From an optimization exercise on the open Yosys and OpenROAD flow, aimed at small area and a short achievable clock period; shortcuts taken in it are not production practice. RTL that was checked went through simulation tests only; none was proved equivalent to the original. Only the layout flow was run in run 8; the RTL was not checked for function there. No activity file was given, so power comes from the tool's default toggle rates.

$ cat constraint.sdc
create_clock -name core_clock -period 8.0 [get_ports {clk}]
set_input_delay 1.6000 -clock core_clock [delete_from_list [all_inputs] [get_ports {clk}]]
set_output_delay 1.6000 -clock core_clock [all_outputs]
set_load 0.01 [all_outputs]
$ cat flow/run.sh
#!/bin/bash
set -euo pipefail
export BUFFER_PORTS_ARGS="-buffer_cell sky130_fd_sc_hd__buf_2"
export CTS_ARGS="-sink_clustering_enable -repair_clock_nets -dont_use_dummy_load -sink_clustering_size 25 -sink_clustering_max_diameter 90"
PLATFORM_DONT_USE="sky130_fd_sc_hd__probe_p_8 sky130_fd_sc_hd__probec_p_8 sky130_fd_sc_hd__lpflow_bleeder_1 sky130_fd_sc_hd__lpflow_clkbufkapwr_1 sky130_fd_sc_hd__lpflow_clkbufkapwr_16 sky130_fd_sc_hd__lpflow_clkbufkapwr_2 sky130_fd_sc_hd__lpflow_clkbufkapwr_4 sky130_fd_sc_hd__lpflow_clkbufkapwr_8 sky130_fd_sc_hd__lpflow_clkinvkapwr_1 sky130_fd_sc_hd__lpflow_clkinvkapwr_16 sky130_fd_sc_hd__lpflow_clkinvkapwr_2 sky130_fd_sc_hd__lpflow_clkinvkapwr_4 sky130_fd_sc_hd__lpflow_clkinvkapwr_8 sky130_fd_sc_hd__lpflow_decapkapwr_12 sky130_fd_sc_hd__lpflow_decapkapwr_3 sky130_fd_sc_hd__lpflow_decapkapwr_4 sky130_fd_sc_hd__lpflow_decapkapwr_6 sky130_fd_sc_hd__lpflow_decapkapwr_8 sky130_fd_sc_hd__lpflow_inputiso0n_1 sky130_fd_sc_hd__lpflow_inputiso0p_1 sky130_fd_sc_hd__lpflow_inputiso1n_1 sky130_fd_sc_hd__lpflow_inputiso1p_1 sky130_fd_sc_hd__lpflow_inputisolatch_1 sky130_fd_sc_hd__lpflow_isobufsrc_1 sky130_fd_sc_hd__lpflow_isobufsrc_16 sky130_fd_sc_hd__lpflow_isobufsrc_2 sky130_fd_sc_hd__lpflow_isobufsrc_4 sky130_fd_sc_hd__lpflow_isobufsrc_8 sky130_fd_sc_hd__lpflow_isobufsrckapwr_16 sky130_fd_sc_hd__lpflow_lsbuf_lh_hl_isowell_tap_1 sky130_fd_sc_hd__lpflow_lsbuf_lh_hl_isowell_tap_2 sky130_fd_sc_hd__lpflow_lsbuf_lh_hl_isowell_tap_4 sky130_fd_sc_hd__lpflow_lsbuf_lh_isowell_4 sky130_fd_sc_hd__lpflow_lsbuf_lh_isowell_tap_1 sky130_fd_sc_hd__lpflow_lsbuf_lh_isowell_tap_2 sky130_fd_sc_hd__lpflow_lsbuf_lh_isowell_tap_4"
EXTRA_DONT_USE="sky130_fd_sc_hd__nor4_1 sky130_fd_sc_hd__nor4_2 sky130_fd_sc_hd__nor4_4 sky130_fd_sc_hd__nor4b_1 sky130_fd_sc_hd__nor4b_2 sky130_fd_sc_hd__nor4b_4 sky130_fd_sc_hd__nor4bb_1 sky130_fd_sc_hd__nor4bb_2 sky130_fd_sc_hd__nor4bb_4"
export GLOBAL_PLACEMENT_ARGS="-timing_driven_net_weight_max 8 -timing_driven_nets_percentage 15"
bash standard.sh "DONT_USE_CELLS=$PLATFORM_DONT_USE $EXTRA_DONT_USE" finish > standard.log 2>&1
$ cat design.v
module btb_sat #(
   parameter int ENTRIES  = 8,
   parameter int IDX_W    = 3,
   parameter int PC_W     = 32,
   parameter int CNT_W    = 2,
   parameter int CNT_INIT = 2
) (
   input  logic            clk,
   input  logic            reset,
   input  logic [PC_W-1:0] pc_in,
   output logic            hit,
   output logic            token,
   output logic [PC_W-1:0] next_pc_out,
   input  logic            is_req_pc,
   input  logic [PC_W-1:0] req_pc,
   input  logic [PC_W-1:0] predict_target,
   input  logic            req_taken,
   input  logic            flush
);
   logic [PC_W-1:0]  tag    [ENTRIES];
   logic [PC_W-1:0]  target [ENTRIES];
   logic [CNT_W-1:0] cnt    [ENTRIES];
   logic [IDX_W-1:0] ptr;
   logic             full;
   logic [ENTRIES-1:0] valid;
   logic [ENTRIES-1:0] f_match;
   logic [ENTRIES-1:0] f_sel;
   logic [ENTRIES-1:0] u_match;
   logic               u_hit;
   logic               alloc;
   logic [PC_W-1:0]    f_target;
   always_comb begin
      for (int i = 0; i < ENTRIES; i++) begin
         valid[i]   = full || (ptr > IDX_W'(i));
         f_match[i] = valid[i] && (tag[i] == pc_in);
         f_sel[i]   = f_match[i] && cnt[i][CNT_W-1];
         u_match[i] = valid[i] && (tag[i] == req_pc);
      end
   end
   assign u_hit = |u_match;
   assign alloc = is_req_pc && req_taken && !u_hit;
   always_comb begin
      f_target = '0;
      for (int i = 0; i < ENTRIES; i++) begin
         f_target = f_target | ({PC_W{f_sel[i]}} & target[i]);
      end
   end
   assign hit         = |f_match;
   assign token       = |f_sel;
   assign next_pc_out = token ? f_target : pc_in;
   always_ff @(posedge clk) begin
      if (reset || flush) begin
         ptr  <= '0;
         full <= 1'b0;
      end else if (alloc) begin
         ptr <= ptr + IDX_W'(1);
         if (ptr == IDX_W'(ENTRIES - 1)) begin
            full <= 1'b1;
         end
      end
   end
   always_ff @(posedge clk) begin
      for (int i = 0; i < ENTRIES; i++) begin
         if (is_req_pc) begin
            if (u_match[i]) begin
               if (req_taken) begin
                  tag[i]    <= req_pc;
                  target[i] <= predict_target;
                  if (cnt[i] != '1) cnt[i] <= cnt[i] + CNT_W'(1);
               end else begin
                  if (cnt[i] != '0) cnt[i] <= cnt[i] - CNT_W'(1);
               end
            end else if (alloc && ptr == IDX_W'(i)) begin
               tag[i]    <= req_pc;
               target[i] <= predict_target;
               cnt[i]    <= CNT_W'(CNT_INIT);
            end
         end
      end
   end
endmodule
$ cat standard.sh
#!/bin/bash
# synth_recipe.tcl (not shown) runs the flow's synth.tcl, then flattens the netlist and writes it again
# the make line also repeats each setting of config.mk as NAME=value (left out here)
make -C /OpenROAD-flow-scripts/flow DESIGN_CONFIG=/design/flow/config.mk WORK_HOME=/design/flow/orfs CLKGATE_MAP_FILE= SYNTH_SCRIPT=/design/flow/synth_recipe.tcl "${@:-finish}"
$ cat config.mk
export PLATFORM = sky130hd
export DESIGN_NAME = btb_sat
export DESIGN_NICKNAME = btb_sat
export VERILOG_FILES = /design/flow/design.v
export SDC_FILE = /design/flow/constraint.sdc
export NUM_CORES = 4
export LEC_CHECK = 0
export ABC_CLOCK_PERIOD_IN_PS = 4000
export CAP_MARGIN = 20
export CORE_MARGIN = 2
export CORE_UTILIZATION = 65
export SETUP_SLACK_MARGIN = 2.5
export SLEW_MARGIN = 20
==> metrics.csv, run 1 <==
metric;value;unit
Post-Place Cell Area;25900;um^2
RSZ-0062 raised after global routing;yes;
Buffers on Ports;134;
Clk Tree Root Cell;clkbuf_16;
Die Wd;200;um
asr flop ratio synth;0;%
total wire length;86400;um
Max Cap Viol;0;
normalized max-slew margin;24.4;%
Worst Setup End Kind;output port;
Max Root-Sink Buffers;3;
Clock Latency Late Sink;0.60;ns
I/O pin count;135;
DRC;0;
startpoint types;primary input;
Post-synth EDFFs;528;
setup TNS;0;ns
crit path max fanout;9;
largest net degree at the start of global routing;65;
Worst-path clk slew;0.11;ns
Min-Delay Path Class;flop to flop;
Via density;7.24;
CTS tree;yes;
Synth Warn #;4;
Layout area overhead;9.40;%
Final Hold Fails;0;
Cell Rows;71;
fmax;180;MHz
Critical path origin;pc_in[12];
Netlist cell types;54;
first-pass GRT wire length;120000;um
share of layout cells above drive strength 1;15.6;%
final net count;1899;
syn avg cell area;14.7;um^2
Tcrit/Tclk final;69.4;%
Post-Synthesis Cells;1704;
Net Count, Synth;1811;
Power Density;180;nW/um^2
Overflow after GRT;0;
VDD IR max;217;uV
vias;16700;
R2R Setup Slk;3.61;ns
Synth top area share;63.4;%
R2R Path End;tag[6][4];
clock skew;0.0606;ns
CP Data Required Time;6.40;ns
r2r worst-path depth;7;
Post-synth top flop;edfxtp_1;
hpwl dp;58000;um
Seq cells post-synth;532;
Final Core Density;72.5;%
Core ar.;37800;um^2
Final ANT Viol Nets;0;
synth top area cells;edfxtp_1 (63%), xnor2_1 (18%), nand4_1 (3.3%), a22oi_1 (2.0%), o21a_1 (1.1%);
Hold Slack;0.601;ns
number of global-route vias before repair;15700;
RR Startpoint;tag[6][13];
Starting Density;66.2;%
GRT Overall Usage;42.5;%
Setup crit end;next_pc_out[5];
DR iter-0 viols;2599;
Final min period;5.55;ns
sequential element share of the synthesized area;63.7;%
Placer Congestion;1.08;
worst slew pin tran;1.13;ns
Syn Std Cell Area;25000;um^2
initial antenna violation count;4;
Leak;8.20;nW
critical path class;primary input to output port;
die area;40100;um^2
die height;200;um
post-cts hold buffer count;0;
cell taking the most area after synthesis;edfxtp_1;
final instance area;27400;um^2
Initial DRT Pass Iterations;5;
# setup viols final;0;
routed wire length per instance;37.5;um
CTS sink cnt;532;
status;timing/DRC/antenna clean;
cts bufs inserted;25;
WP data arrival;3.95;ns
Pins Over Slew Limit;0;
H-Tree Depth;1;
## worst max-delay path, cell delays in order
cell	delay, ns
buf_4	0.18
xnor2_1	0.21
nand4_1	0.29
nor3_4	0.36
and4_4	0.34
a2111oi_4	0.07
buf_6	0.18
buf_4	0.16
nand3_4	0.18
nand4_2	0.09
o21a_1	0.13
buf_2	0.14
## layout by cell type, fill, tap and decap left out, types with 4 or more instances in the layout
master     count
nand4_2        9
edfxtp_1     528
nand3_4        5
and4_2         4
nor3_2         5
buf_2        102
xor2_1        25
nor2_1        40
clkbuf_16     26
nand3_1       16
buf_4         28
nor3_1        25
inv_1          6
dfxtp_1        4
ha_1           6
a21boi_0       5
or3_1          6
and4_4         7
buf_12        11
o21a_1        36
a221oi_1      29
nand2_1       17
and3_1         7
a22o_1        32
buf_6         21
xnor2_1      475
and4_1        23
nand4_1      130
a22oi_1       65
xnor2_2       27
and4b_1        7
## worst min path at each step
stage	start	end	slack, ns	cells past startpoint
floorplan	full	full	0.53	2
global placement	full	full	0.57	2
detailed placement	full	full	0.58	2
CTS	full	full	0.60	2
global route	full	full	0.65	2
finish	full	full	0.60	2
## area by class of cell
| cell class | instances | area (um^2) |
|---|---|---|
| multi-input combinational | 1060 | 8870 |
| timing repair buffer | 166 | 1250 |
| inverter | 7 | 26.3 |
| fill | 2447 | 10400 |
| antenna | 2 | 5.00 |
| clock buffer | 25 | 626 |
| sequential | 532 | 15900 |
| tap | 511 | 639 |
## metrics by stage
| step | instances | worst slack, ns | total power [mW] |
|---|---|---|---|
| 3_5_place_dp | 2260 | 1.60 | 3.56 |
| 3_3_place_gp | 2260 | 1.60 | 3.56 |
| 4_1_cts | 2292 | 2.48 | 4.88 |
| 5_1_grt | 2301 | 2.44 | 5.01 |
| 6_report | 2303 | 2.45 | 4.93 |
| 2_1_floorplan | 1704 | 2.56 | 3.38 |
## registers in the layout, summed over array words and instances (netlist names)
register and flops:
tag 256, full 1, target 256, cnt 16, ptr 3
## where the power goes
part | internal [mW] | switching (mW) | total [mW]
sequential | 3.08 | 0.0161 | 3.10
combinational | 0.148 | 0.285 | 0.433
clock | 0.560 | 0.837 | 1.40
total | 3.79 | 1.14 | 4.93
## cell usage after synthesis (all sizes together), types with 3 or more instances
cell     count
dfxtp        4
nor3        33
a21boi       8
xnor2      504
a31oi        3
nand2b       3
and4b        8
nor2        43
ha           6
buf         96
and4bb       4
and2         3
clkbuf      13
or3          6
nand3       17
o21ai        4
a221oi      32
a22oi       65
a2111oi      7
inv          7
and3         7
and4        34
edfxtp     528
nand2       17
a22o        32
nand4      139
or2          3
o21a        38
xor2        25
## what timing repair did
action / in CTS / in global routing
setup buffers: 4 / 5
setup endpoints to repair: 34 / 32
pin swaps: 7 / 10
resized for setup: 110 / 40
gates cloned: 3 / 2
## cell families after synthesis
kind of cell	after synthesis	synth area share, %
multiplexers	1	0.0400
AND/OR/NAND/NOR	325	8.24
buffers and inverters	116	2.92
adder cells (fa/ha/maj)	6	0.300
XOR/XNOR	529	18.5
flip-flops	532	63.7
AO/OA/AOI/OAI	195	6.24
## per-layer routing
layer / global-route usage [%] / vias to the layer above / share of wire [%]
li1: - / 6566 / -
met1: 59.3 / 8367 / 36
met2: 64.1 / 1472 / 45
met3: 8.02 / 264 / 13
met4: 22.8 / 4 / 6.7
met5: 0 / - / 0.027
==> inputs of run 2 (changes only) <==
--- a/flow/run.sh
+++ b/flow/run.sh
@@ -6,3 +6,3 @@
 EXTRA_DONT_USE="sky130_fd_sc_hd__nor4_1 sky130_fd_sc_hd__nor4_2 sky130_fd_sc_hd__nor4_4 sky130_fd_sc_hd__nor4b_1 sky130_fd_sc_hd__nor4b_2 sky130_fd_sc_hd__nor4b_4 sky130_fd_sc_hd__nor4bb_1 sky130_fd_sc_hd__nor4bb_2 sky130_fd_sc_hd__nor4bb_4"
-export GLOBAL_PLACEMENT_ARGS="-timing_driven_net_weight_max 8 -timing_driven_nets_percentage 15"
+export GLOBAL_PLACEMENT_ARGS="-timing_driven_net_weight_max 3 -timing_driven_nets_percentage 20"
 bash standard.sh "DONT_USE_CELLS=$PLATFORM_DONT_USE $EXTRA_DONT_USE" finish > standard.log 2>&1
==> metrics.csv, run 2 <==
metric;value;unit
H-Tree Depth;1;
P_sw;1.10;mW
largest net degree at the start of global routing;65;
Worst Setup End Kind;output port;
final setup margin;2.46;ns
total wire length;77400;um
clock share of power;28.2;%
Core ar.;37800;um^2
Final min period;5.54;ns
Worst Setup Slack post-DPL;1.67;ns
Overflow after GRT;0;
number of global-route vias before repair;15400;
Largest regs;tag (256), target (256), cnt (16);
Leak;8.16;nW
final net count;1904;
routed wire length per instance;33.5;um
status;timing/DRC/antenna clean;
Layout area overhead;9.38;%
Syn Std Cell Area;25000;um^2
Die Wd;200;um
normalized max-slew margin;8.81;%
vias;15900;
Post-Synthesis Cells;1704;
Cell Rows;71;
RSZ-0062 raised after global routing;yes;
cell taking the most area after synthesis;edfxtp_1;
sequential power share;63.3;%
Buffers on Ports;134;
Final Core Density;72.4;%
synth cell count leaders;edfxtp_1 (528), xnor2_1 (504), nand4_1 (130), a22oi_1 (65), buf_2 (49);
VDD IR max;221;uV
CP Data Required Time;6.40;ns
WP data arrival;3.94;ns
total power;4.89;mW
Pins Over Slew Limit;0;
die area;40100;um^2
final instance area;27400;um^2
R2R Setup Slk;3.45;ns
setup TNS;0;ns
DR iter-0 viols;2016;
Worst-path clk slew;0.10;ns
worst slew pin tran;1.36;ns
Final Hold Fails;0;
most common cell after layout, fill and taps aside;edfxtp_1;
Hold Slack;0.586;ns
Netlist cell types;54;
count leader, synth;edfxtp_1;
Hold Path Stages;2;
r2r worst-path depth;8;
sequential element share of the synthesized area;63.7;%
post-cts hold buffer count;0;
CTS sink cnt;532;
Hold Crit Start;full;
Slowest-stage cell, CP;xnor2_1;
I/O pin count;135;
Post-Place Cell Area;25800;um^2
CTS tree;yes;
multi-input combinational cell area;8750;um^2
# setup viols final;0;
Net Count, Synth;1811;
Clk Tree Root Cell;clkbuf_16;
Max Cap Viol;0;
Min-Delay Path Class;flop to flop;
first-pass GRT wire length;109000;um
hpwl dp;47800;um
Via density;6.87;
Max Root-Sink Buffers;3;
Cell Count, Final, Fillers Out;2307;
Clock Latency Late Sink;0.59;ns
Synth top area share;63.4;%
Final ANT Viol Nets;0;
initial antenna violation count;3;
RR Startpoint;ptr[2];
Power Density;179;nW/um^2
synth top area cells;edfxtp_1 (63%), xnor2_1 (18%), nand4_1 (3.3%), a22oi_1 (2.0%), o21a_1 (1.1%);
DRC;0;
Post-synth top flop;edfxtp_1;
critical path class;primary input to output port;
asr flop ratio synth;0;%
Int Pwr;3.79;mW
GRT Overall Usage;38.4;%
endpoint of the worst hold path;full;
Switching Share;22.5;%
Fillers;2517;
startpoint types;primary input;
Critical path buffers and inverters;3;
Starting Density;66.2;%
syn avg cell area;14.7;um^2
Tcrit/Tclk final;69.2;%
Placer Congestion;0.959;
cells along the critical path;buf_8 > xnor2_1 > nand4_1 > nor2_1 > and4_4 > buf_8 > a22o_1 > a221oi_1 > nand4_1 > o21a_1 > buf_2;
cts bufs inserted;25;
fmax;181;MHz
Initial DRT Pass Iterations;5;
Post-Place Cells;2258;
critical path's largest stage delay;0.51;ns
die height;200;um
share of layout cells above drive strength 1;14.9;%
crit path max fanout;32;
register area;15900;um^2
crit-path leading delay family;simple AND/OR/NAND/NOR gates;
Synth Warn #;4;
Post-synth EDFFs;528;
R2R Path End;target[4][11];
Seq cells post-synth;532;
clock skew;0.0420;ns
Gate power share;8.6;%
most frequent cells in the layout;edfxtp_1 (528), xnor2_1 (495), nand4_1 (130);
## run 2: cell counts after synthesis
No cell type changed its count.
## run 2: power by group through the flow
stage | Combinational [mW] | Clock (mW) | Sequential (mW)
final | 0.419 | 1.38 | 3.09
after global routing | 0.432 | 1.48 | 3.10
after CTS | 0.397 | 1.38 | 3.09
after floorplan | 0.229 | 0 | 3.15
after detailed placement | 0.387 | 0 | 3.16
after global placement | 0.382 | 0 | 3.16
## run 2: layout make-up
| type | instances | share of cell area, % |
|---|---|---|
| Sequential cell | 532 | 58.3 |
| Multi-Input combinational cell | 1062 | 32.0 |
| Clock buffer | 25 | 2.29 |
| Inverter | 7 | 0.0961 |
| Antenna cell | 1 | 0.00915 |
| Timing Repair Buffer | 169 | 5.01 |
| Tap cell | 511 | 2.34 |
## run 2: cell families after synthesis
group,count (synthesis),share of synthesized area [%]
AND/OR/NAND/NOR,325,8.24
flip-flops,532,63.7
adder cells (fa/ha/maj),6,0.300
buffers and inverters,116,2.92
multiplexers,1,0.0400
XOR/XNOR,529,18.5
AO/OA/AOI/OAI,195,6.24
## run 2: worst max-delay path by stage
stage	from	cells past startpoint	slack, ns	to
after floorplan	req_pc[23]	10	2.56	tag[1][0]
after global placement	pc_in[29]	11	1.71	next_pc_out[14]
after detailed placement	pc_in[6]	11	1.67	next_pc_out[14]
after CTS	pc_in[6]	11	2.46	next_pc_out[31]
after global routing	ptr[2]	10	2.38	next_pc_out[26]
final	pc_in[15]	11	2.46	next_pc_out[20]
## run 2: routing by layer
metal / vias to the layer above / global-route usage (%) / wire length (um)
met3: 214 / 5.40 / 7220
li1: 6588 / - / -
met2: 1035 / 59.8 / 36300
met1: 8018 / 51.9 / 28600
met4: 4 / 23.2 / 5290
met5: - / 0 / 21
## run 2: timing repair
item,4_1_cts,5_1_grt
setup endpoints to repair,33,32
hold endpoints to repair,0,0
buffers inserted,10,4
resized for setup,88,69
pin swaps,6,15
gates cloned,6,1
## run 2: worst reg2reg max path: stages (launching register included)
cell and delay, ns:
dfxtp_1 0.42, nor2_1 1.06, a2111oi_0 0.31, nand4_1 0.53, and3_1 0.25, and4b_4 0.36
and4_1 0.28, o21a_4 0.14, buf_4 0.73
==> inputs of run 3 (changes only) <==
--- a/flow/run.sh
+++ b/flow/run.sh
@@ -6,3 +6,3 @@
 EXTRA_DONT_USE="sky130_fd_sc_hd__nor4_1 sky130_fd_sc_hd__nor4_2 sky130_fd_sc_hd__nor4_4 sky130_fd_sc_hd__nor4b_1 sky130_fd_sc_hd__nor4b_2 sky130_fd_sc_hd__nor4b_4 sky130_fd_sc_hd__nor4bb_1 sky130_fd_sc_hd__nor4bb_2 sky130_fd_sc_hd__nor4bb_4"
-export GLOBAL_PLACEMENT_ARGS="-timing_driven_net_weight_max 3 -timing_driven_nets_percentage 20"
+export GLOBAL_PLACEMENT_ARGS="-timing_driven_net_weight_max 5 -timing_driven_nets_percentage 20"
 bash standard.sh "DONT_USE_CELLS=$PLATFORM_DONT_USE $EXTRA_DONT_USE" finish > standard.log 2>&1
==> metrics.csv, run 3 <==
metric;value;unit
Int Pwr;3.79;mW
Via density;7.15;
clock skew;0.0389;ns
die area;40100;um^2
final net count;1907;
endpoint of the worst hold path;full;
VDD IR max;219;uV
largest net degree at the start of global routing;65;
Synth Area in Compound Gates;6.24;%
Largest regs;tag (256), target (256), cnt (16);
Initial DRT Pass Iterations;5;
status;timing/DRC/antenna clean;
post-synthesis simple-gate area fraction;8.24;%
share of layout cells above drive strength 1;15.1;%
largest family of logic cells by synthesized area;XOR/XNOR gates;
multiplexer share of the synthesized area;0.0400;%
hpwl dp;54600;um
Cell Count, Final, Fillers Out;2311;
Switching Share;22.8;%
Post-Place Cells;2260;
# setup viols final;0;
post-cts hold buffer count;0;
clock share of power;28.3;%
Seq cells post-synth;532;
Die Wd;200;um
Max Root-Sink Buffers;3;
Core ar.;37800;um^2
count leader, synth;edfxtp_1;
number of global-route vias before repair;15400;
Adder-Cell Fraction of Synth Area;0.300;%
Max Cap Viol;0;
Worst-path clk slew;0.11;ns
routed wire length per instance;36.9;um
Syn Std Cell Area;25000;um^2
Worst Setup End Kind;output port;
Leak;8.20;nW
P_sw;1.12;mW
cell taking the most area after synthesis;edfxtp_1;
vias;16500;
worst slew pin tran;1.14;ns
Min-Delay Path Class;flop to flop;
DRC;0;
Power Density;179;nW/um^2
fmax;182;MHz
most common cell after layout, fill and taps aside;edfxtp_1;
normalized max-slew margin;23.9;%
R2R Setup Slk;3.70;ns
xor and xnor area share after synthesis;18.5;%
Layout area overhead;9.56;%
WP data arrival;3.90;ns
multi-input combinational cell area;8740;um^2
Final min period;5.50;ns
Netlist cell types;54;
Buffers on Ports;134;
Post-synth EDFFs;528;
die height;200;um
sequential element share of the synthesized area;63.7;%
CTS sink cnt;532;
Post-synth top flop;edfxtp_1;
RR Startpoint;tag[7][11];
Clock Latency Late Sink;0.60;ns
register area;15900;um^2
sequential power share;63.0;%
Hold Crit Start;full;
Starting Density;66.2;%
Cell Rows;71;
Placer Congestion;1.08;
cts bufs inserted;25;
Fillers;2441;
Gate power share;8.7;%
Overflow after GRT;0;
R2R Path End;target[2][8];
CP Data Required Time;6.40;ns
synth top area cells;edfxtp_1 (63%), xnor2_1 (18%), nand4_1 (3.3%), a22oi_1 (2.0%), o21a_1 (1.1%);
total wire length;85300;um
Hold Path Stages;2;
Final Hold Fails;0;
most frequent cells in the layout;edfxtp_1 (528), xnor2_1 (490), nand4_1 (130);
RSZ-0062 raised after global routing;yes;
initial antenna violation count;5;
asr flop ratio synth;0;%
Synth Warn #;4;
Post-Synthesis Cells;1704;
Clk Tree Root Cell;clkbuf_16;
Final ANT Viol Nets;0;
Synth top area share;63.4;%
I/O pin count;135;
DR iter-0 viols;2367;
syn avg cell area;14.7;um^2
Net Count, Synth;1811;
CTS tree;yes;
setup TNS;0;ns
critical path class;primary input to output port;
GRT Overall Usage;41.9;%
Tcrit/Tclk final;68.8;%
startpoint types;primary input;
first-pass GRT wire length;118000;um
crit path max fanout;16;
r2r worst-path depth;9;
H-Tree Depth;1;
Pins Over Slew Limit;0;
synth cell count leaders;edfxtp_1 (528), xnor2_1 (504), nand4_1 (130), a22oi_1 (65), buf_2 (49);
run 3: cell counts after synthesis:
Identical to the previous run, type by type.
run 3: power by group through the flow:
stage | logic [mW] | clock network, mW | registers (mW)
after global routing | 0.438 | 1.47 | 3.10
after detailed placement | 0.393 | 0 | 3.16
after global placement | 0.390 | 0 | 3.16
after CTS | 0.406 | 1.38 | 3.09
after floorplan | 0.229 | 0 | 3.15
final | 0.427 | 1.39 | 3.09
run 3: through the flow:
stage	area [um^2]	setup WS, ns	hold WS [ns]	utilization (%)	total power [mW]
5_1_grt	27400	2.43	0.606	72.6	5.00
3_3_place_gp	25800	1.64	0.570	68.5	3.55
3_5_place_dp	25800	1.56	0.567	68.5	3.55
2_1_floorplan	25000	2.56	0.529	-	3.38
6_report	27400	2.50	0.581	72.6	4.91
4_1_cts	27100	2.50	0.581	71.7	4.88
run 3: per-layer routing:
| metal | track usage [%] | routed length (um) |
|---|---|---|
| met2 | 63.8 | 38500 |
| met5 | 0 | 42 |
| met3 | 7.57 | 10800 |
| met4 | 23.7 | 5860 |
| met1 | 57.7 | 30000 |
run 3: worst max path at each step:
stage	start	end	slack (ns)	depth (start not counted)
floorplan	req_pc[23]	tag[1][0]	2.56	10
detailed placement	pc_in[5]	next_pc_out[21]	1.56	11
global placement	pc_in[7]	next_pc_out[21]	1.64	11
global route	pc_in[24]	next_pc_out[21]	2.43	11
CTS	pc_in[4]	next_pc_out[26]	2.50	12
finish	pc_in[17]	next_pc_out[22]	2.50	11
run 3: area by class of cell:
type / instances / area share, %
Sequential cell: 532 / 58.2
Multi-Input combinational cell: 1062 / 31.9
Timing Repair Buffer: 172 / 5.20
Tap cell: 511 / 2.33
Clock buffer: 25 / 2.28
Inverter: 7 / 0.0959
Antenna cell: 2 / 0.0183
run 3: critical path: stages:
cell      delay (ns)
buf_8           0.14
xnor2_1         0.28
nand4_1         0.17
nor2_2          0.36
and4_4          0.33
buf_6           0.29
a22o_1          0.21
a221oi_1        0.05
nand4_1         0.11
o21a_1          0.18
buf_2           0.15
run 3: what timing repair did:
action                     4_1_cts  5_1_grt
setup buffers                    9        3
resized for setup               99       47
hold endpoints to repair         0        0
pin swaps                       10       12
cloned                           8        3
setup endpoints to repair       33       32
run 3: cell families after synthesis:
| family | Yosys count |
|---|---|
| flip-flops | 532 |
| XOR/XNOR | 529 |
| multiplexers | 1 |
| AO/OA/AOI/OAI | 195 |
| adder cells (fa/ha/maj) | 6 |
| AND/OR/NAND/NOR | 325 |
| buffers and inverters | 116 |
==> inputs of run 4 (changes only) <==
--- a/config.mk
+++ b/config.mk
@@ -10,3 +10,3 @@
 export CORE_MARGIN = 2
-export CORE_UTILIZATION = 65
+export CORE_UTILIZATION = 68
 export SETUP_SLACK_MARGIN = 2.5
==> metrics.csv, run 4 <==
metric;value;unit
status;timing/DRC/antenna clean;
sequential element share of the synthesized area;63.7;%
syn avg cell area;14.7;um^2
cell taking the most area after synthesis;edfxtp_1;
share of layout cells above drive strength 1;15.4;%
Buffers on Ports;134;
I/O pin count;135;
post-cts hold buffer count;0;
synth cell count leaders;edfxtp_1 (528), xnor2_1 (504), nand4_1 (130), a22oi_1 (65), buf_2 (49);
most frequent cells in the layout;edfxtp_1 (528), xnor2_1 (484), nand4_1 (130);
WP data arrival;3.94;ns
first-pass GRT wire length;118000;um
normalized max-slew margin;22.0;%
critical path's largest stage delay;0.28;ns
Worst Setup End Kind;output port;
clock skew;0.0370;ns
Starting Density;68.6;%
Pins Over Slew Limit;0;
number of global-route vias before repair;15700;
Max Cap Viol;0;
Net Count, Synth;1811;
startpoint types;primary input;
cells along the critical path;buf_4 > buf_12 > xnor2_1 > nand4_1 > nor3_1 > buf_4 > and4_4 > nor2_4 > nand3_4 > buf_8 > buf_6 > nand4_1 > o21a_1 > buf_2;
H-Tree Depth;1;
Via density;7.32;
Syn Std Cell Area;25000;um^2
fmax;181;MHz
DR iter-0 viols;2719;
wl on met1;30000;um
synth top area cells;edfxtp_1 (63%), xnor2_1 (18%), nand4_1 (3.3%), a22oi_1 (2.0%), o21a_1 (1.1%);
vias;16500;
final net count;1901;
Final ANT Viol Nets;0;
Slowest-stage cell, CP;nand4_1;
Power Density;180;nW/um^2
Seq cells post-synth;532;
Cell Count, Final, Fillers Out;2260;
setup TNS;0;ns
Layout area overhead;9.40;%
Min-Delay Path Class;flop to flop;
largest net degree at the start of global routing;65;
cts bufs inserted;25;
initial antenna violation count;2;
routed wire length per instance;37.7;um
Core ar.;36400;um^2
crit path max fanout;8;
die area;38300;um^2
Placer Congestion;1.05;
Tcrit/Tclk final;69.2;%
GRT Overall Usage;44.7;%
Post-Place Cells;2217;
total power;4.93;mW
CP Data Required Time;6.40;ns
Largest regs;tag (256), target (256), cnt (16);
RSZ-0062 raised after global routing;yes;
Overflow after GRT;0;
Post-synth EDFFs;528;
ANT cells;0;
Synth top area share;63.4;%
WL met2;37600;um
Die Wd;196;um
Max Root-Sink Buffers;3;
Final min period;5.54;ns
Synth Warn #;4;
most common cell after layout, fill and taps aside;edfxtp_1;
Initial DRT Pass Iterations;5;
DRC;0;
Netlist cell types;54;
Post-Synthesis Cells;1704;
Clock Latency Late Sink;0.61;ns
Hold Slack;0.592;ns
count leader, synth;edfxtp_1;
Cell Rows;70;
Clk Tree Root Cell;clkbuf_16;
CTS sink cnt;532;
critical path class;primary input to output port;
hpwl dp;55500;um
Leak;8.16;nW
Final Hold Fails;0;
# setup viols final;0;
CTS tree;yes;
worst slew pin tran;1.17;ns
max layer used;met5;
Post-synth top flop;edfxtp_1;
die height;196;um
VDD IR max;227;uV
WL met3;11600;um
Worst-path clk slew;0.11;ns
asr flop ratio synth;0;%
total wire length;85200;um
[run 4: cell counts after synthesis]
No cell type changed its count.
[run 4: where the power goes]
group,switching (mW),internal [mW],total [mW],leakage (nW)
clock,0.840,0.559,1.40,0.308
sequential,0.0146,3.08,3.10,4.84
combinational,0.286,0.151,0.437,3.01
total,1.14,3.79,4.93,8.16
[run 4: metal layers]
layer,track usage (%),up-vias
met1,62.1,8212
met4,24.7,4
met3,8.65,257
met2,67.5,1485
li1,-,6578
met5,0,-
[run 4: through the flow]
step / worst slack [ns] / area [um^2] / util (%)
6_report: 2.46 / 27400 / 75.1
5_1_grt: 2.47 / 27400 / 75.1
4_1_cts: 2.49 / 27100 / 74.3
3_5_place_dp: 1.55 / 25800 / 70.8
3_3_place_gp: 1.60 / 25800 / 70.8
2_1_floorplan: 2.56 / 25000 / -
[run 4: kinds of logic after synthesis]
group	synth area share, %
flip-flops	63.7
multiplexers	0.0400
adder cells (fa/ha/maj)	0.300
XOR/XNOR	18.5
buffers and inverters	2.92
AO/OA/AOI/OAI	6.24
AND/OR/NAND/NOR	8.24
[run 4: worst max-delay path, delay by kind of cell]
family                    cells  cell delay (ns)
and+or+nand+nor               6             1.16
buffers and inverters         6             0.85
AOI/OAI and AO/OA             1             0.16
xor gates and xnor gates      1             0.14
[run 4: final timing paths]
kind,startpoint,to,slack [ns],depth (start not counted)
min reg2reg,full,full,0.59,2
max,pc_in[22],next_pc_out[1],2.46,14
max reg2reg,ptr[2],target[1][11],3.33,8
min,full,full,0.59,2
[run 4: area by class of cell]
cell class	instances	area, um^2
clock buffers	25	626
fillers	2212	9080
inverters	7	26.3
multi-input cells	1058	8810
flip-flops and latches	532	15900
well taps	468	586
repair buffers	170	1370
[run 4: what timing repair did]
item	CTS	global route
pin swaps	12	21
setup buffers	9	3
cloned	5	1
gates resized for setup	111	52
endpoints found under the setup margin	33	32
==> inputs of run 5 (changes only) <==
--- a/config.mk
+++ b/config.mk
@@ -10,4 +10,4 @@
 export CORE_MARGIN = 2
-export CORE_UTILIZATION = 68
-export SETUP_SLACK_MARGIN = 2.5
+export CORE_UTILIZATION = 65
+export SETUP_SLACK_MARGIN = 2.2
 export SLEW_MARGIN = 20
==> metrics.csv, run 5 <==
metric;value;unit
clock share of power;28.3;%
GRT Overall Usage;41.2;%
# setup viols final;0;
total wire length;83100;um
Synth top area share;63.4;%
register area;15900;um^2
Max Root-Sink Buffers;3;
first-pass GRT wire length;116000;um
DRC;0;
Overflow after GRT;0;
Initial DRT Pass Iterations;5;
Starting Density;66.2;%
Die Wd;200;um
Clock Latency Late Sink;0.60;ns
Cell Rows;71;
wl on met1;29300;um
number of global-route vias before repair;15300;
Slowest-stage cell, CP;nor2_4;
Worst-path clk slew;0.10;ns
WP data arrival;4.22;ns
fmax;172;MHz
normalized max-slew margin;23.6;%
Syn Std Cell Area;25000;um^2
Final ANT Viol Nets;0;
Tcrit/Tclk final;72.8;%
Post-Synthesis Cells;1704;
asr flop ratio synth;0;%
sequential element share of the synthesized area;63.7;%
Placer Congestion;1.08;
Post-synth EDFFs;528;
hpwl dp;54600;um
setup TNS;0;ns
routed wire length per instance;36.2;um
H-Tree Depth;1;
die height;200;um
vias;16200;
Adder-Cell Fraction of Synth Area;0.300;%
Core ar.;37800;um^2
Largest regs;tag (256), target (256), cnt (16);
cell taking the most area after synthesis;edfxtp_1;
critical path's largest stage delay;0.34;ns
Post-synth top flop;edfxtp_1;
cells along the critical path;buf_2 > buf_4 > xnor2_1 > nand4_1 > and4bb_1 > and4_1 > nor2_4 > nand3_4 > buf_6 > nand4_1 > o21a_1 > buf_2;
Layout area overhead;7.17;%
Switching Share;22.8;%
Max Cap Viol;0;
Via density;7.07;
Pins Over Slew Limit;0;
Critical path origin;pc_in[23];
Fillers;2526;
WL met3;10500;um
Synth Area in Compound Gates;6.24;%
I/O pin count;135;
Worst Setup End Kind;output port;
cts bufs inserted;25;
worst slew pin tran;1.15;ns
Seq cells post-synth;532;
largest family of logic cells by synthesized area;XOR/XNOR gates;
clock skew;0.0457;ns
RR Startpoint;tag[7][11];
Hold Crit Start;full;
synth cell count leaders;edfxtp_1 (528), xnor2_1 (504), nand4_1 (130), a22oi_1 (65), buf_2 (49);
Leak;7.91;nW
die area;40100;um^2
Final min period;5.82;ns
WL met2;37400;um
VDD IR max;217;uV
most frequent cells in the layout;edfxtp_1 (528), xnor2_1 (502), nand4_1 (130);
critical path class;primary input to output port;
Clk Tree Root Cell;clkbuf_16;
syn avg cell area;14.7;um^2
Power Density;183;nW/um^2
sequential power share;63.2;%
R2R Setup Slk;3.67;ns
multi-input combinational cell area;8560;um^2
Gate power share;8.4;%
synth top area cells;edfxtp_1 (63%), xnor2_1 (18%), nand4_1 (3.3%), a22oi_1 (2.0%), o21a_1 (1.1%);
Synth Warn #;4;
DR iter-0 viols;2284;
Min-Delay Path Class;flop to flop;
multiplexer share of the synthesized area;0.0400;%
startpoint types;primary input;
total power;4.90;mW
CP Data Required Time;6.40;ns
Buffers on Ports;134;
crit path max fanout;22;
P_sw;1.12;mW
xor and xnor area share after synthesis;18.5;%
post-cts hold buffer count;0;
RSZ-0062 raised after global routing;yes;
Int Pwr;3.78;mW
initial antenna violation count;4;
share of layout cells above drive strength 1;13.3;%
Net Count, Synth;1811;
status;timing/DRC/antenna clean;
CTS tree;yes;
final net count;1894;
post-synthesis simple-gate area fraction;8.24;%
Final Hold Fails;0;
Netlist cell types;54;
CTS sink cnt;532;
count leader, synth;edfxtp_1;
most common cell after layout, fill and taps aside;edfxtp_1;
largest net degree at the start of global routing;65;
max layer used;met5;
-- run 5: cell counts after synthesis --
No cell type changed its count.
-- run 5: logic make-up after synthesis --
logic type	after synthesis
DFF	532
xor gates and xnor gates	529
and+or+nand+nor	325
AOI/OAI and AO/OA	195
buffers and inverters	116
adders and majority gates	6
muxes	1
-- run 5: routing by layer --
metal,GRT usage [%],vias up
met1,56.7,8135
met2,62.4,1291
met5,0,-
met3,7.79,249
li1,-,6558
met4,23.0,6
-- run 5: worst max-delay path: cells and delay by family --
family / cells / cell delay, ns
simple gates: 6 / 1.31
xor+xnor: 1 / 0.16
compound gates: 1 / 0.17
buf+inv: 4 / 0.94
-- run 5: final timing paths --
path | endpoint | cells past startpoint
max reg2reg | target[2][8] | 9
min reg2reg | full | 2
min | full | 2
max | next_pc_out[21] | 12
-- run 5: power groups by stage --
stage | sequential (mW) | combinational (mW) | clock [mW]
after floorplan | 3.15 | 0.229 | 0
after global placement | 3.16 | 0.390 | 0
after detailed placement | 3.16 | 0.393 | 0
after CTS | 3.09 | 0.398 | 1.38
after global routing | 3.10 | 0.424 | 1.47
final | 3.09 | 0.413 | 1.39
-- run 5: layout make-up --
class                           instances  share of cell area, %
Antenna cell                            1                0.00934
Timing Repair Buffer                  161                   3.76
Tap cell                              511                   2.39
Inverter                                7                 0.0980
Multi-Input combinational cell       1060                   31.9
Clock buffer                           25                   2.33
Sequential cell                       532                   59.5
-- run 5: repair_timing --
| item | in CTS | in global routing |
|---|---|---|
| pin swaps | 3 | 1 |
| buffers inserted | 2 | 4 |
| cloned | 3 | 1 |
| resized for setup | 35 | 31 |
| setup endpoints to repair | 32 | 32 |
-- run 5: metrics by stage --
stage          instance area [um^2]  hold WS (ns)  util (%)  cells  setup slack (ns)
2_1_floorplan                 25000         0.529         -   1704              2.56
3_3_place_gp                  25800         0.570      68.5   2260              1.64
3_5_place_dp                  25800         0.567      68.5   2260              1.56
4_1_cts                       26600         0.581      70.6   2290              2.21
5_1_grt                       26800         0.606      71.0   2296              2.19
6_report                      26800         0.584      71.0   2297              2.18
==> inputs of run 6 (changes only) <==
--- a/config.mk
+++ b/config.mk
@@ -11,3 +11,3 @@
 export CORE_UTILIZATION = 65
-export SETUP_SLACK_MARGIN = 2.2
+export SETUP_SLACK_MARGIN = 2.8
 export SLEW_MARGIN = 20
==> metrics.csv, run 6 <==
metric;value;unit
DRC;0;
asr flop ratio synth;0;%
Worst Setup Slack post-DPL;1.39;ns
Max Cap Viol;0;
Synth Area in Compound Gates;6.24;%
xor and xnor area share after synthesis;18.5;%
register area;15900;um^2
RR Startpoint;ptr[1];
Final Core Density;74.9;%
Worst-path clk slew;0.09;ns
Placer Congestion;1.04;
Hold Path Stages;1;
Synth Warn #;4;
Via density;7.18;
Layout area overhead;13.1;%
largest net degree at the start of global routing;65;
Final min period;5.51;ns
post-cts hold buffer count;0;
vias;16800;
total wire length;87600;um
die area;40100;um^2
Post-synth top flop;edfxtp_1;
Hold Slack;0.636;ns
final net count;1938;
# setup viols final;0;
Hold Crit Start;cnt[7][0];
clock skew;0.0728;ns
R2R Path End;target[2][23];
multiplexer share of the synthesized area;0.0400;%
largest family of logic cells by synthesized area;XOR/XNOR gates;
VDD IR max;253;uV
WP data arrival;3.91;ns
Net Count, Synth;1811;
Cell Rows;71;
DR iter-0 viols;2452;
cts bufs inserted;25;
Tcrit/Tclk final;68.9;%
Switching Share;23.0;%
first-pass GRT wire length;122000;um
multi-input combinational cell area;9050;um^2
Min-Delay Path Class;flop to flop;
P_sw;1.14;mW
setup TNS;0;ns
synth top area cells;edfxtp_1 (63%), xnor2_1 (18%), nand4_1 (3.3%), a22oi_1 (2.0%), o21a_1 (1.1%);
RSZ-0062 raised after global routing;yes;
synth cell count leaders;edfxtp_1 (528), xnor2_1 (504), nand4_1 (130), a22oi_1 (65), buf_2 (49);
sequential power share;62.6;%
normalized max-slew margin;21.6;%
Worst Setup End Kind;output port;
Seq cells post-synth;532;
initial antenna violation count;5;
clock share of power;28.3;%
Pins Over Slew Limit;0;
H-Tree Depth;1;
final instance area;28300;um^2
endpoint of the worst hold path;cnt[7][0];
Power Density;175;nW/um^2
Die Wd;200;um
routed wire length per instance;37.4;um
startpoint types;primary input;
Post-Place Cell Area;25900;um^2
critical path class;primary input to output port;
CTS tree;yes;
Leak;8.57;nW
most common cell after layout, fill and taps aside;edfxtp_1;
count leader, synth;edfxtp_1;
post-synthesis simple-gate area fraction;8.24;%
CTS sink cnt;532;
Post-synth EDFFs;528;
GRT Overall Usage;43.5;%
CP Data Required Time;6.40;ns
Initial DRT Pass Iterations;5;
I/O pin count;135;
Starting Density;66.2;%
Clock Latency Late Sink;0.62;ns
Largest regs;tag (256), target (256), cnt (16);
status;timing/DRC/antenna clean;
Gate power share;9.2;%
crit path max fanout;7;
worst slew pin tran;1.18;ns
Max Root-Sink Buffers;3;
R2R Setup Slk;3.74;ns
Fillers;2345;
number of global-route vias before repair;16400;
Overflow after GRT;0;
cell taking the most area after synthesis;edfxtp_1;
Final ANT Viol Nets;0;
Synth top area share;63.4;%
Buffers on Ports;134;
sequential element share of the synthesized area;63.7;%
share of layout cells above drive strength 1;18.5;%
Adder-Cell Fraction of Synth Area;0.300;%
syn avg cell area;14.7;um^2
Syn Std Cell Area;25000;um^2
Core ar.;37800;um^2
final setup margin;2.49;ns
r2r worst-path depth;9;
Clk Tree Root Cell;clkbuf_16;
most frequent cells in the layout;edfxtp_1 (528), xnor2_1 (475), nand4_1 (130);
die height;200;um
Netlist cell types;54;
Post-Synthesis Cells;1704;
Int Pwr;3.81;mW
Final Hold Fails;0;
hpwl dp;55000;um
fmax;181;MHz
run 6: cell count changes in the layout (fill, tap and decap cells not counted), moves of 6 or more:
| cell | previous run | this run |
|---|---|---|
| clkbuf_4 | 10 | 0 |
| xnor2_2 | 2 | 22 |
| and4_4 | 3 | 11 |
| a221oi_2 | 0 | 16 |
| buf_12 | 3 | 31 |
| buf_2 | 108 | 101 |
| xnor2_4 | 0 | 7 |
| buf_8 | 2 | 8 |
| xnor2_1 | 502 | 475 |
| buf_6 | 3 | 22 |
| a221oi_1 | 32 | 16 |
run 6: final cells by class:
class | count | share of cell area (%)
timing repair buffer | 205 | 7.02
clock buffer | 25 | 2.21
inverter | 7 | 0.0929
multi-input combinational | 1060 | 32.0
sequential | 532 | 56.4
tap | 511 | 2.26
antenna | 4 | 0.0354
run 6: worst max-delay path, stage by stage:
cell       delay (ns)
buf_16           0.13
xnor2_2          0.18
nand4_1          0.25
a2111oi_2        0.44
and4_4           0.29
buf_12           0.11
a2111oi_4        0.04
buf_4            0.17
nand3_4          0.11
buf_12           0.14
nand4_1          0.12
o21a_1           0.16
buf_2            0.14
run 6: through the flow:
step	cells	total power, mW
2_1_floorplan	1704	3.38
3_3_place_gp	2260	3.55
3_5_place_dp	2260	3.55
4_1_cts	2333	4.91
5_1_grt	2340	5.02
6_report	2344	4.95
run 6: worst max-delay path by stage:
stage                   start              end  slack [ns]  cells after the start
floorplan            pc_in[1]  next_pc_out[10]        2.91                     11
global placement     pc_in[8]   next_pc_out[2]        1.52                     10
detailed placement   pc_in[8]   next_pc_out[2]        1.39                     10
CTS                 pc_in[26]  next_pc_out[29]        2.65                     12
global route        pc_in[15]   next_pc_out[0]        2.44                     13
finish              pc_in[15]   next_pc_out[2]        2.49                     13
run 6: cell families after synthesis:
group                      count (synthesis)
DFF                                      532
xor gates and xnor gates                 529
and+or+nand+nor                          325
AOI/OAI and AO/OA                        195
buffers and inverters                    116
adders and majority gates                  6
muxes                                      1
run 6: what timing repair did:
action,in CTS,in global routing
pin swaps,23,9
setup endpoints to repair,34,94
cloned,8,1
buffers inserted,40,5
gates resized for setup,205,33
run 6: power by group through the flow:
| stage | Sequential (mW) | Combinational, mW | Clock [mW] |
|---|---|---|---|
| floorplan | 3.15 | 0.229 | 0 |
| global placement | 3.16 | 0.391 | 0 |
| detailed placement | 3.16 | 0.394 | 0 |
| CTS | 3.09 | 0.432 | 1.38 |
| global route | 3.10 | 0.464 | 1.46 |
| finish | 3.10 | 0.454 | 1.40 |
run 6: layer usage:
layer	global-route usage, %	part of all wire (%)	vias to the layer above	routed length (um)
met3	8.70	13	290	11200
met1	58.6	35	8384	30800
met5	0	0.0046	-	4
met4	22.3	6.7	2	5830
met2	67.8	45	1493	39800
li1	-	-	6670	-
==> inputs of run 7 (changes only) <==
--- a/config.mk
+++ b/config.mk
@@ -11,3 +11,3 @@
 export CORE_UTILIZATION = 65
-export SETUP_SLACK_MARGIN = 2.8
+export SETUP_SLACK_MARGIN = 2.5
 export SLEW_MARGIN = 20
==> metrics.csv, run 7 <==
metric;value;unit
Post-Place Cell Area;25800;um^2
worst slew pin tran;1.14;ns
Worst Setup End Kind;output port;
Net Count, Synth;1811;
I/O pin count;135;
CP Data Required Time;6.40;ns
Power Density;179;nW/um^2
R2R Setup Slk;3.70;ns
CTS sink cnt;532;
synth cell count leaders;edfxtp_1 (528), xnor2_1 (504), nand4_1 (130), a22oi_1 (65), buf_2 (49);
DR iter-0 viols;2367;
first-pass GRT wire length;118000;um
cts bufs inserted;25;
CTS tree;yes;
asr flop ratio synth;0;%
Max Root-Sink Buffers;3;
critical path class;primary input to output port;
Cell Rows;71;
Min-Delay Path Class;flop to flop;
Post-Synthesis Cells;1704;
Synth top area share;63.4;%
Core ar.;37800;um^2
most common cell after layout, fill and taps aside;edfxtp_1;
DRC;0;
H-Tree Depth;1;
number of global-route vias before repair;15400;
startpoint types;primary input;
# setup viols final;0;
cells along the critical path;buf_8 > xnor2_1 > nand4_1 > nor2_2 > and4_4 > buf_6 > a22o_1 > a221oi_1 > nand4_1 > o21a_1 > buf_2;
die height;200;um
share of layout cells above drive strength 1;15.1;%
crit path max fanout;16;
die area;40100;um^2
setup TNS;0;ns
RSZ-0062 raised after global routing;yes;
Post-synth EDFFs;528;
Initial DRT Pass Iterations;5;
clock skew;0.0389;ns
vias;16500;
fmax;182;MHz
cell taking the most area after synthesis;edfxtp_1;
total wire length;85300;um
most frequent cells in the layout;edfxtp_1 (528), xnor2_1 (490), nand4_1 (130);
Seq cells post-synth;532;
Slowest-stage cell, CP;nor2_2;
Critical path buffers and inverters;3;
Final Hold Fails;0;
Largest regs;tag (256), target (256), cnt (16);
GRT Overall Usage;41.9;%
Pins Over Slew Limit;0;
Max Cap Viol;0;
normalized max-slew margin;23.9;%
Tcrit/Tclk final;68.8;%
largest net degree at the start of global routing;65;
Layout area overhead;9.56;%
Via density;7.15;
initial antenna violation count;5;
Clock Latency Late Sink;0.60;ns
Starting Density;66.2;%
Leak;8.20;nW
Overflow after GRT;0;
final net count;1907;
Syn Std Cell Area;25000;um^2
sequential element share of the synthesized area;63.7;%
synth top area cells;edfxtp_1 (63%), xnor2_1 (18%), nand4_1 (3.3%), a22oi_1 (2.0%), o21a_1 (1.1%);
critical path's largest stage delay;0.36;ns
Buffers on Ports;134;
count leader, synth;edfxtp_1;
total power;4.91;mW
Synth Warn #;4;
critical path's most frequent cell;nand4_1;
Post-synth top flop;edfxtp_1;
post-cts hold buffer count;0;
status;timing/DRC/antenna clean;
Final ANT Viol Nets;0;
Netlist cell types;54;
Final min period;5.50;ns
routed wire length per instance;36.9;um
Placer Congestion;1.08;
VDD IR max;219;uV
final instance area;27400;um^2
WP data arrival;3.90;ns
hpwl dp;54600;um
Die Wd;200;um
Worst-path clk slew;0.11;ns
syn avg cell area;14.7;um^2
Clk Tree Root Cell;clkbuf_16;
crit-path leading delay family;simple AND/OR/NAND/NOR gates;
run 7: stage by stage:
stage | cells | setup slack, ns | hold slack (ns) | utilization (%)
floorplan | 1704 | 2.56 | 0.529 | -
global placement | 2260 | 1.64 | 0.570 | 68.5
detailed placement | 2260 | 1.56 | 0.567 | 68.5
CTS | 2302 | 2.50 | 0.581 | 71.7
global route | 2309 | 2.43 | 0.606 | 72.6
finish | 2311 | 2.50 | 0.581 | 72.6
run 7: cell type report:
| type | instances | area, um^2 |
|---|---|---|
| antenna | 2 | 5.00 |
| clock buffer | 25 | 626 |
| fill | 2441 | 10400 |
| inverter | 7 | 26.3 |
| multi-input combinational | 1062 | 8740 |
| sequential | 532 | 15900 |
| tap | 511 | 639 |
| timing repair buffer | 172 | 1430 |
run 7: final timing paths:
path / start / end / cells after the start
worst max-delay path: pc_in[17] / next_pc_out[22] / 11
worst min-delay path: full / full / 2
worst max register to register: tag[7][11] / target[2][8] / 9
worst min register to register: full / full / 2
run 7: logic make-up after synthesis:
| logic type | after synthesis | share of synthesized area (%) |
|---|---|---|
| flops | 532 | 63.7 |
| compound gates | 195 | 6.24 |
| fa+ha+maj | 6 | 0.300 |
| simple gates | 325 | 8.24 |
| buf+inv | 116 | 2.92 |
| mux | 1 | 0.0400 |
| xor+xnor | 529 | 18.5 |
run 7: power breakdown:
group,total [mW],internal [mW],switching (mW)
Sequential,3.09,3.08,0.0145
Clock,1.39,0.560,0.830
Combinational,0.427,0.149,0.278
run 7: repair_timing:
action | 4_1_cts | 5_1_grt
setup buffers | 9 | 3
cloned | 8 | 3
endpoints found under the setup margin | 33 | 32
resized for setup | 99 | 47
pin swaps | 10 | 12
run 7: layer usage:
layer  vias up  GRT usage, %  part of all wire, %
met5         -             0                0.049
met4         6          23.7                  6.9
met3       240          7.57                   13
met2      1419          63.8                   45
met1      8263          57.7                   35
li1       6597             -                    -
run 7: worst register-to-register path: stages, from the launching register on:
cell	delay [ns]
edfxtp_1	0.43
xnor2_1	0.63
nand4_1	0.37
and4b_1	0.34
nand4b_1	0.45
and3_1	0.40
and4b_4	0.27
and4_1	0.24
o21a_4	0.34
buf_4	0.38
==> inputs of run 8 (changes only) <==
--- a/design.v
+++ b/design.v
@@ -20,3 +20,3 @@
    logic [PC_W-1:0]  tag    [ENTRIES];
-   logic [PC_W-1:0]  target [ENTRIES];
+   logic [PC_W-1:0]  tdiff  [ENTRIES];   
    logic [CNT_W-1:0] cnt    [ENTRIES];
@@ -30,3 +30,4 @@
    logic               alloc;
-   logic [PC_W-1:0]    f_target;
+   logic [PC_W-1:0]    f_tdiff;
+   logic [PC_W-1:0]    new_tdiff;
    always_comb begin
@@ -42,5 +43,5 @@
    always_comb begin
-      f_target = '0;
+      f_tdiff = '0;
       for (int i = 0; i < ENTRIES; i++) begin
-         f_target = f_target | ({PC_W{f_sel[i]}} & target[i]);
+         f_tdiff = f_tdiff | ({PC_W{f_sel[i]}} & tdiff[i]);
       end
@@ -49,3 +50,4 @@
    assign token       = |f_sel;
-   assign next_pc_out = token ? f_target : pc_in;
+   assign next_pc_out = pc_in ^ f_tdiff;
+   assign new_tdiff   = predict_target ^ req_pc;
    always_ff @(posedge clk) begin
@@ -67,3 +69,3 @@
                   tag[i]    <= req_pc;
-                  target[i] <= predict_target;
+                  tdiff[i]  <= new_tdiff;
                   if (cnt[i] != '1) cnt[i] <= cnt[i] + CNT_W'(1);
@@ -74,3 +76,3 @@
                tag[i]    <= req_pc;
-               target[i] <= predict_target;
+               tdiff[i]  <= new_tdiff;
                cnt[i]    <= CNT_W'(CNT_INIT);
==> flow/run.sh (replaced) <==
#!/bin/bash
set -euo pipefail
export BUFFER_PORTS_ARGS="-buffer_cell sky130_fd_sc_hd__buf_2"
export CTS_ARGS="-sink_clustering_enable -repair_clock_nets -dont_use_dummy_load -sink_clustering_size 20 -sink_clustering_max_diameter 80"
PLATFORM_DONT_USE="sky130_fd_sc_hd__probe_p_8 sky130_fd_sc_hd__probec_p_8 sky130_fd_sc_hd__lpflow_bleeder_1 sky130_fd_sc_hd__lpflow_clkbufkapwr_1 sky130_fd_sc_hd__lpflow_clkbufkapwr_16 sky130_fd_sc_hd__lpflow_clkbufkapwr_2 sky130_fd_sc_hd__lpflow_clkbufkapwr_4 sky130_fd_sc_hd__lpflow_clkbufkapwr_8 sky130_fd_sc_hd__lpflow_clkinvkapwr_1 sky130_fd_sc_hd__lpflow_clkinvkapwr_16 sky130_fd_sc_hd__lpflow_clkinvkapwr_2 sky130_fd_sc_hd__lpflow_clkinvkapwr_4 sky130_fd_sc_hd__lpflow_clkinvkapwr_8 sky130_fd_sc_hd__lpflow_decapkapwr_12 sky130_fd_sc_hd__lpflow_decapkapwr_3 sky130_fd_sc_hd__lpflow_decapkapwr_4 sky130_fd_sc_hd__lpflow_decapkapwr_6 sky130_fd_sc_hd__lpflow_decapkapwr_8 sky130_fd_sc_hd__lpflow_inputiso0n_1 sky130_fd_sc_hd__lpflow_inputiso0p_1 sky130_fd_sc_hd__lpflow_inputiso1n_1 sky130_fd_sc_hd__lpflow_inputiso1p_1 sky130_fd_sc_hd__lpflow_inputisolatch_1 sky130_fd_sc_hd__lpflow_isobufsrc_1 sky130_fd_sc_hd__lpflow_isobufsrc_16 sky130_fd_sc_hd__lpflow_isobufsrc_2 sky130_fd_sc_hd__lpflow_isobufsrc_4 sky130_fd_sc_hd__lpflow_isobufsrc_8 sky130_fd_sc_hd__lpflow_isobufsrckapwr_16 sky130_fd_sc_hd__lpflow_lsbuf_lh_hl_isowell_tap_1 sky130_fd_sc_hd__lpflow_lsbuf_lh_hl_isowell_tap_2 sky130_fd_sc_hd__lpflow_lsbuf_lh_hl_isowell_tap_4 sky130_fd_sc_hd__lpflow_lsbuf_lh_isowell_4 sky130_fd_sc_hd__lpflow_lsbuf_lh_isowell_tap_1 sky130_fd_sc_hd__lpflow_lsbuf_lh_isowell_tap_2 sky130_fd_sc_hd__lpflow_lsbuf_lh_isowell_tap_4"
EXTRA_DONT_USE="sky130_fd_sc_hd__nor4_1 sky130_fd_sc_hd__nor4_2 sky130_fd_sc_hd__nor4_4 sky130_fd_sc_hd__nor4b_1 sky130_fd_sc_hd__nor4b_2 sky130_fd_sc_hd__nor4b_4 sky130_fd_sc_hd__nor4bb_1 sky130_fd_sc_hd__nor4bb_2 sky130_fd_sc_hd__nor4bb_4"
bash standard.sh "DONT_USE_CELLS=$PLATFORM_DONT_USE $EXTRA_DONT_USE" finish > standard.log 2>&1
==> metrics.csv, run 8 <==
metric;value;unit
Clock Latency Late Sink;0.61;ns
GR Layer Usage met1;56.2;%
asr flop ratio synth;0;%
Pins Over Slew Limit;0;
Buffers on Ports;134;
xor and xnor area share after synthesis;20.7;%
initial antenna violation count;2;
Synth Warn #;4;
met2 Use GR;60.9;%
Adder-Cell Fraction of Synth Area;0.297;%
met3 Use GR;6.70;%
H-Tree Depth;1;
Syn Std Cell Area;25200;um^2
Cell Rows;72;
Worst Setup End Kind;output port;
hpwl dp;49600;um
Layout area overhead;10.4;%
Leak;8.62;nW
share of layout cells above drive strength 1;14.1;%
CTS tree;yes;
final net count;1986;
number of global-route vias before repair;15700;
Largest regs;tag (256), tdiff (256), cnt (16);
Post-Synthesis Cells;1769;
Via density;6.80;
register area;15900;um^2
most frequent cells in the layout;edfxtp_1 (528), xnor2_1 (502), nand4_1 (138);
post-synthesis simple-gate area fraction;8.31;%
Post-synth top flop;edfxtp_1;
Initial DRT Pass Iterations;5;
multi-input combinational cell area;9000;um^2
normalized max-slew margin;29.0;%
total wire length;79200;um
Netlist cell types;54;
largest family of logic cells by synthesized area;XOR/XNOR gates;
syn avg cell area;14.3;um^2
Synth Area in Compound Gates;5.12;%
DR iter-0 viols;2386;
Final ANT Viol Nets;0;
setup TNS;0;ns
Net Count, Synth;1876;
Starting Density;65.6;%
Max Cap Viol;0;
critical path class;primary input to output port;
Final min period;5.56;ns
Fillers;2550;
fmax;180;MHz
largest net degree at the start of global routing;65;
RSZ-0062 raised after global routing;yes;
# setup viols final;0;
most common cell after layout, fill and taps aside;edfxtp_1;
Overflow after GRT;0;
Worst-path clk slew;0.09;ns
vias;16300;
Synth top area share;62.8;%
crit path max fanout;21;
GRT Overall Usage;39.2;%
first-pass GRT wire length;112000;um
sequential element share of the synthesized area;63.1;%
Post-synth EDFFs;528;
VDD IR max;246;uV
Min-Delay Path Class;flop to flop;
cell taking the most area after synthesis;edfxtp_1;
die height;201;um
I/O pin count;135;
die area;40400;um^2
startpoint types;primary input;
Tcrit/Tclk final;69.5;%
Die Wd;201;um
synth cell count leaders;edfxtp_1 (528), xnor2_1 (502), nand4_1 (138), xor2_1 (87), a22oi_1 (64);
GR peak layer;met2;
Seq cells post-synth;532;
Max Root-Sink Buffers;3;
Clk Tree Root Cell;clkbuf_16;
cts bufs inserted;31;
synth top area cells;edfxtp_1 (63%), xnor2_1 (17%), nand4_1 (3.4%), xor2_1 (3.0%), a22oi_1 (1.9%);
CTS sink cnt;532;
Power Density;183;nW/um^2
worst slew pin tran;1.06;ns
Core ar.;38500;um^2
routed wire length per instance;33.0;um
multiplexer share of the synthesized area;0.0397;%
Placer Congestion;1.01;
Final Hold Fails;0;
count leader, synth;edfxtp_1;
CP Data Required Time;6.40;ns
status;timing/DRC/antenna clean;
DRC;0;
clock skew;0.0390;ns
Hold Slack;0.602;ns
WP data arrival;3.96;ns
[run 8: cell types whose count changed after synthesis, moves of 8 or more]
cell	before	now
clkbuf_1	12	22
inv_1	6	15
buf_4	30	7
buf_2	49	62
xor2_1	25	87
o21a_1	38	4
nand4_2	9	1
and4_1	31	20
nand3_1	16	52
nand4_1	130	138
[run 8: final timing paths]
path | startpoint | to | slack [ns] | cells after the start
setup / recovery | pc_in[12] | next_pc_out[0] | 2.44 | 12
setup reg to reg | ptr[0] | tag[1][25] | 3.17 | 10
hold / removal | full | full | 0.60 | 2
hold reg to reg | full | full | 0.60 | 2
[run 8: through the flow]
step                worst slack (ns)  utilization (%)  std cells  power (mW)  area, um^2
global route                    2.28             72.4       2395        5.22       27900
detailed placement              1.64             68.5       2343        3.62       26300
floorplan                       1.94                -       1769        3.44       25300
CTS                             2.44             72.0       2393        5.10       27700
global placement                1.71             68.3       2341        3.61       26300
finish                          2.44             72.5       2396        5.11       27900
[run 8: where the power goes]
part | leakage (nW) | internal (mW) | switching (mW)
Combinational | 3.40 | 0.155 | 0.315
Sequential | 4.84 | 3.11 | 0.0130
Clock | 0.382 | 0.683 | 0.842
Total | 8.62 | 3.94 | 1.17
[run 8: logic make-up after synthesis]
logic type | count (synthesis)
multiplexers | 1
adder cells (fa/ha/maj) | 6
AND/OR/NAND/NOR | 358
flip-flops | 532
buffers and inverters | 117
AO/OA/AOI/OAI | 162
XOR/XNOR | 593
[run 8: layer usage]
metal | wire length, um | part of all wire, %
met2 | 36300 | 46
met3 | 9570 | 12
met1 | 29800 | 38
met4 | 3510 | 4.4
met5 | 0 | 0
[run 8: final cells by class]
type                            instances  share of cell area (%)
Clock buffer                           31                    2.78
Antenna cell                            1                 0.00898
Tap cell                              518                    2.33
Timing Repair Buffer                  178                    5.22
Multi-Input combinational cell       1121                    32.3
Sequential cell                       532                    57.2
Inverter                               15                   0.202
[run 8: what timing repair did]
action,CTS,global route
resized for setup,102,35
cloned,2,0
hold buffers,0,0
pin swaps,22,7
setup endpoints to repair,33,72
buffers inserted,17,2
[run 8: worst max-delay path, stage by stage]
cell and delay [ns]:
buf_16 0.12, buf_4 0.15, xnor2_1 0.17, nand4_1 0.20, a2111oi_1 0.50, and4_4 0.33
buf_8 0.23, a22o_1 0.17, a221oi_1 0.05, nand3_1 0.10, xor2_1 0.17, buf_2 0.16

what the ideal ports hide:
The flow's constraints put no driver on any port. The routed layouts listed below were extracted and timed again, unchanged, in two steps.
Step 1 assumes that a clkbuf_16 drives the clock port and a buf_2 every other input.
Step 2 moves the port delays by t, midway between the first and last clock arrival at a register: inputs arrive t later, outputs are due t later. That takes back most of the time a late clock gives input paths.
Three values: no drivers, after step 1, after step 2; two values: the first two.
| run | shift t [ns] | slack for setup (ns) | worst setup path at the end | worst data-port slew with drivers (ns) | pins driven straight from the clock port |
|---|---|---|---|---|---|
| run 1 | 0.631 | 2.448 / 2.420 / 2.176 | input to register | 0.07 | 1 |
| run 2 | 0.624 | 2.462 / 2.423 / 2.423 | input to output | 0.08 | 1 |
| run 3 | 0.635 | 2.496 / 2.457 / 2.194 | input to register | 0.08 | 1 |
| run 4 | 0.645 | 2.463 / 2.433 / 1.884 | input to register | 0.07 | 1 |
| run 5 | 0.635 | 2.175 / 2.152 / 2.152 | input to output | 0.07 | 1 |
| run 6 | 0.647 | 2.489 / 2.427 / 2.257 | input to register | 0.15 | 1 |
| run 7 | 0.635 | 2.496 / 2.457 / 2.194 | input to register | 0.08 | 1 |
| run 8 | 0.645 | 2.443 / 2.383 / 2.126 | input to register | 0.10 | 1 |
After both steps setup and hold are still met in every run listed. The setup slack of run 4, which loses most, moves by -0.030 ns with the drivers and by -0.579 ns with both steps.
